This design comes from an exercise in tuning for small area, a short achievable clock period and few clock cycles on the open sky130 flow, not from production work.

==> inputs of exp/violet <==
==> flow/design.v (excerpt) <==
module matmul_sequencer (
  input  logic       clk,
  input  logic       rst,
  input  logic       rx_valid,
  input  logic [7:0] rx_data,
  output logic [7:0] tx_data,
  output logic       tx_valid,
  input  logic       tx_ready,
  output logic       busy,
  output logic       done,
  output logic       err
);
  localparam logic [1:0] S_HDR = 2'd0, S_A = 2'd1, S_B = 2'd2, S_RUN = 2'd3;
  logic [1:0]  st_q, bcnt_q, hcnt_q, lph_q;
  logic [1:0]  mm1_q, nm1_q, pm1_q, ci_q, ck_q;
  logic [23:0] word_q;
  logic        nz_q, busy_q, done_q, err_q;
  logic [31:0] hw_q;
  logic [1:0]  tk_q, tr_q, tj_q;
  logic        tfirst_q, tfinal_q, apend_q;
  logic [2:0]  pc_q;
  logic [31:0] ar [0:3][0:3];
  logic [31:0] cr [0:3][0:3];
  logic [31:0] ains [0:3];
  logic [31:0] cins [0:3];
  logic        s2v_q, s2fin_q, s2last_q;
  logic [1:0]  s2j_q;
  logic        wfin_q;
  logic [1:0]  wfj_q;
  logic [2:0]  fcol_q;
  logic [31:0] w_q;
  logic        wv_q, wlast_q;
  logic [1:0]  wb_q, oi_q, oj_q;
  logic        oall_q;
  logic [7:0]  tx_data_q;
  logic        tx_valid_q, tx_last_q;
  logic        rxv, wend, hdr_ok, bload, going_busy, awe;
  logic [31:0] word_d;
  assign rxv    = rx_valid & ~busy_q;
  assign wend   = rxv & (bcnt_q == 2'd3);
  assign word_d = {word_q, rx_data};
  assign hdr_ok = ~nz_q & (rx_data[7:3] == 5'd0) & (rx_data[2:0] != 3'd0) &
                  ~(rx_data[2] & (rx_data[1:0] != 2'd0));
  assign bload  = wend & (st_q == S_B);
  assign going_busy = bload & (ci_q == nm1_q) & (ck_q == pm1_q);
  assign awe    = apend_q & ((lph_q + 2'd1) == tr_q);
  always_ff @(posedge clk) begin
    if (rxv) word_q <= word_d[23:0];
    if (wend) hw_q <= word_d;
  end
  always_comb begin
    for (int k = 0; k < 4; k++) begin
      ains[k] = (awe && tk_q == 2'(k)) ? hw_q : ar[k][3];
    end
  end
  logic [31:0] sum2, t_s, t_c;
  assign sum2 = t_s + t_c;
  always_comb begin
    for (int j = 0; j < 4; j++) begin
      cins[j] = (s2v_q && s2j_q == 2'(j)) ? sum2 : cr[j][3];
    end
  end
  always_ff @(posedge clk) begin
    for (int k = 0; k < 4; k++) begin
      ar[k][0] <= ains[k];
      ar[k][1] <= ar[k][0];
      ar[k][2] <= ar[k][1];
      ar[k][3] <= ar[k][2];
      cr[k][0] <= cins[k];
      cr[k][1] <= cr[k][0];
  ...
==> flow/config.mk <==
export PLATFORM = sky130hd
export DESIGN_NAME = matmul_sequencer
export DESIGN_NICKNAME = matmul_sequencer
export VERILOG_FILES = /design/flow/design.v
export SDC_FILE = /design/flow/constraint.sdc
export NUM_CORES = 4
export LEC_CHECK = 0
export CAP_MARGIN = 20
export CORE_MARGIN = 2
export CORE_UTILIZATION = 40
export PLACE_DENSITY = 0.6
export SLEW_MARGIN = 20
==> flow/constraint.sdc <==
create_clock -name core_clock -period 11.0 [get_ports {clk}]
set_input_delay 2.2000 -clock core_clock [delete_from_list [all_inputs] [get_ports {clk}]]
set_output_delay 2.2000 -clock core_clock [all_outputs]
set_load 0.01 [all_outputs]
standard.sh (not shown) runs the stock make flow with config.mk's settings and CLKGATE_MAP_FILE= SYNTH_SCRIPT=/design/flow/synth_recipe.tcl, a recipe that flattens the netlist after the stock synthesis.
==> flow/flow/run.sh <==
#!/bin/bash
set -euo pipefail
bash standard.sh SETUP_SLACK_MARGIN=7.65 CTS_CLUSTER_SIZE=25 CTS_CLUSTER_DIAMETER=70 finish > standard.log 2>&1
==> inputs of exp/delta, as changes to exp/violet <==
--- a/flow/design.v
+++ b/flow/design.v
@@ -26,13 +26,14 @@
   logic        s2v_q, s2fin_q, s2last_q;
   logic [1:0]  s2j_q;
   logic        wfin_q;
   logic [1:0]  wfj_q;
   logic [2:0]  fcol_q;
   logic [31:0] w_q;
-  logic        wv_q, wlast_q;
+  logic        wv_q, wlast_q, sv_q, slast_q;
+  logic [7:0]  s_q;
   logic [1:0]  wb_q, oi_q, oj_q;
   logic        oall_q;
   logic [7:0]  tx_data_q;
   logic        tx_valid_q, tx_last_q;
   logic        rxv, wend, hdr_ok, bload, going_busy, awe;
   logic [31:0] word_d;
@@ -40,13 +41,21 @@
   assign wend   = rxv & (bcnt_q == 2'd3);
   assign word_d = {word_q, rx_data};
   assign hdr_ok = ~nz_q & (rx_data[7:3] == 5'd0) & (rx_data[2:0] != 3'd0) &
                   ~(rx_data[2] & (rx_data[1:0] != 2'd0));
   assign bload  = wend & (st_q == S_B);
   assign going_busy = bload & (ci_q == nm1_q) & (ck_q == pm1_q);
-  assign awe    = apend_q & ((lph_q + 2'd1) == tr_q);
+  function automatic logic [1:0] sig(input logic [1:0] ph);
+    unique case (ph)
+      2'd0:    sig = 2'd0;
+      2'd1:    sig = 2'd2;
+      2'd2:    sig = 2'd3;
+      default: sig = 2'd1;
+    endcase
+  endfunction
+  assign awe    = apend_q & (sig(lph_q + 2'd1) == tr_q);
   always_ff @(posedge clk) begin
     if (rxv) word_q <= word_d[23:0];
     if (wend) hw_q <= word_d;
   end
   always_comb begin
     for (int k = 0; k < 4; k++) begin
@@ -1295,37 +1304,41 @@
   assign t_c[29] = s270;
   assign t_s[30] = c270;
   assign t_c[30] = s271;
   assign t_s[31] = c271;
   assign t_c[31] = s272;
   always_ff @(posedge clk) cut_q <= cut_d;
-  logic        take, txfree, busy_eff, tx_go, w_to_tx, wfree, avail, load, direct;
+  logic        take, txfree, busy_eff, tx_go, from_s, w_to_tx, w_split;
+  logic        wfree, avail, load, direct;
   logic [31:0] src;
   logic [7:0]  wbyte;
   assign take     = tx_valid_q & tx_ready;
   assign txfree   = ~tx_valid_q | tx_ready;
   assign busy_eff = busy_q | going_busy;
   assign tx_go    = txfree & busy_eff;
-  assign w_to_tx  = tx_go & wv_q;
-  assign wfree    = ~wv_q | (w_to_tx & (wb_q == 2'd3));
+  assign from_s   = tx_go & sv_q;
+  assign w_to_tx  = tx_go & ~sv_q & wv_q;
+  assign w_split  = w_to_tx & (wb_q == 2'd2);
+  assign wfree    = ~wv_q | (txfree & busy_q & ~sv_q & wb_q[1]);
   assign src      = cr[oj_q][0];
-  assign avail    = st_q[1] & ~oall_q & ((lph_q + 2'd2) == oi_q) &
+  assign avail    = st_q[1] & ~oall_q & (sig(lph_q - 2'd2) == oi_q) &
                     (({1'b0, oj_q} < fcol_q) | (wfin_q & (wfj_q == oj_q)));
   assign load     = avail & wfree;
-  assign direct   = load & tx_go & ~wv_q;
+  assign direct   = load & tx_go & ~wv_q & ~sv_q;
   always_comb begin
     unique case (wb_q)
       2'd0:    wbyte = w_q[31:24];
       2'd1:    wbyte = w_q[23:16];
       2'd2:    wbyte = w_q[15:8];
       default: wbyte = w_q[7:0];
     endcase
   end
   always_ff @(posedge clk) begin
     if (load) w_q <= src;
-    if (tx_go) tx_data_q <= wv_q ? wbyte : src[31:24];
+    if (w_split) s_q <= w_q[7:0];
+    if (tx_go) tx_data_q <= sv_q ? s_q : (wv_q ? wbyte : src[31:24]);
   end
   always_ff @(posedge clk or posedge rst) begin
     if (rst) begin
       st_q      <= S_HDR;
       bcnt_q    <= '0;
       hcnt_q    <= '0;
@@ -1352,12 +1365,14 @@
       s2j_q     <= '0;
       wfin_q    <= 1'b0;
       wfj_q     <= '0;
       fcol_q    <= '0;
       wv_q      <= 1'b0;
       wlast_q   <= 1'b0;
+      sv_q      <= 1'b0;
+      slast_q   <= 1'b0;
       wb_q      <= '0;
       oi_q      <= '0;
       oj_q      <= '0;
       oall_q    <= 1'b0;
       tx_valid_q <= 1'b0;
       tx_last_q <= 1'b0;
@@ -1449,17 +1464,23 @@
           else oi_q <= oi_q + 2'd1;
         end else begin
           oj_q <= oj_q + 2'd1;
         end
       end else if (w_to_tx) begin
         wb_q <= wb_q + 2'd1;
-        if (wb_q == 2'd3) wv_q <= 1'b0;
+        if (wb_q[1]) wv_q <= 1'b0;
+      end
+      if (w_split) begin
+        sv_q    <= 1'b1;
+        slast_q <= wlast_q;
+      end else if (from_s) begin
+        sv_q    <= 1'b0;
       end
       if (tx_go) begin
-        tx_valid_q <= wv_q | direct;
-        tx_last_q  <= wv_q & wlast_q & (wb_q == 2'd3);
+        tx_valid_q <= sv_q | wv_q | direct;
+        tx_last_q  <= sv_q ? slast_q : (wv_q & wlast_q & (wb_q == 2'd3));
       end
       if (take && tx_last_q) begin
         done_q <= 1'b1;
         busy_q <= 1'b0;
         st_q   <= S_HDR;
         oi_q   <= '0;
==> results.txt <==
| item | exp/violet | exp/delta |
|---|---|---|
| Final routed wire length divided by cell count | 23.3 microns | 22.4 microns |
| Final Hold Slack | 0.316 ns | 0.318 ns |
| CTS HTree Levels | 2 | 3 |
| Initial DRT Pass Iterations | 8 | 6 |
| Share of the clock period used by the worst path | 32.8% | 32.9% |
| Outcome | no timing/DRC/antenna violations | no timing/DRC/antenna violations |
| Count of plain and timing-repair buffers | 250 | 222 |
| Placed instance count | 5395 | 5543 |
| Startpoint of the lowest-slack hold path | ar[9][26] | ar[10][21] |
| Placed standard-cell area | 50400 sq um | 51700 sq um |
| Setup repair bufs after CTS | 107 | 95 |
| Die area | 124000 sq um | 127000 sq um |
| Top-area cell type share of the netlist area | 47.5% | 46.2% |
No run of this note included a check of the RTL's function; only the layout flow was run.

[static timing again, ports no longer ideal]
The flow's constraints put no driver on any port. The routed layouts listed below were extracted and timed again, unchanged, in two steps. Step 1 sets driving cells, clkbuf_16 on the clock port and buf_2 on the other inputs (assumed; they add their load-dependent delay and slew). Step 2 moves the port delays by t, midway between the first and last clock arrival at a register: inputs arrive t later, outputs are due t later. That takes back most of the time a late clock gives input paths. Slacks: ideal ports / drivers / drivers and shift; pairs: ideal ports / drivers.
run	t, ns	setup WS [ns]	worst setup path after step 2	latest minus earliest clock arrival (ns)	worst slew at a driven data input, ns
exp/violet	0.741	7.389 / 7.389 / 6.682	input to register	0.042 / 0.042	0.08
exp/delta	0.718	7.381 / 7.381 / 6.768	input to register	0.031 / 0.031	0.05
After both steps every run listed still meets setup and hold. For exp/violet, which loses most, drivers alone change the setup slack by 0.000 ns; drivers and shift together by -0.707 ns.
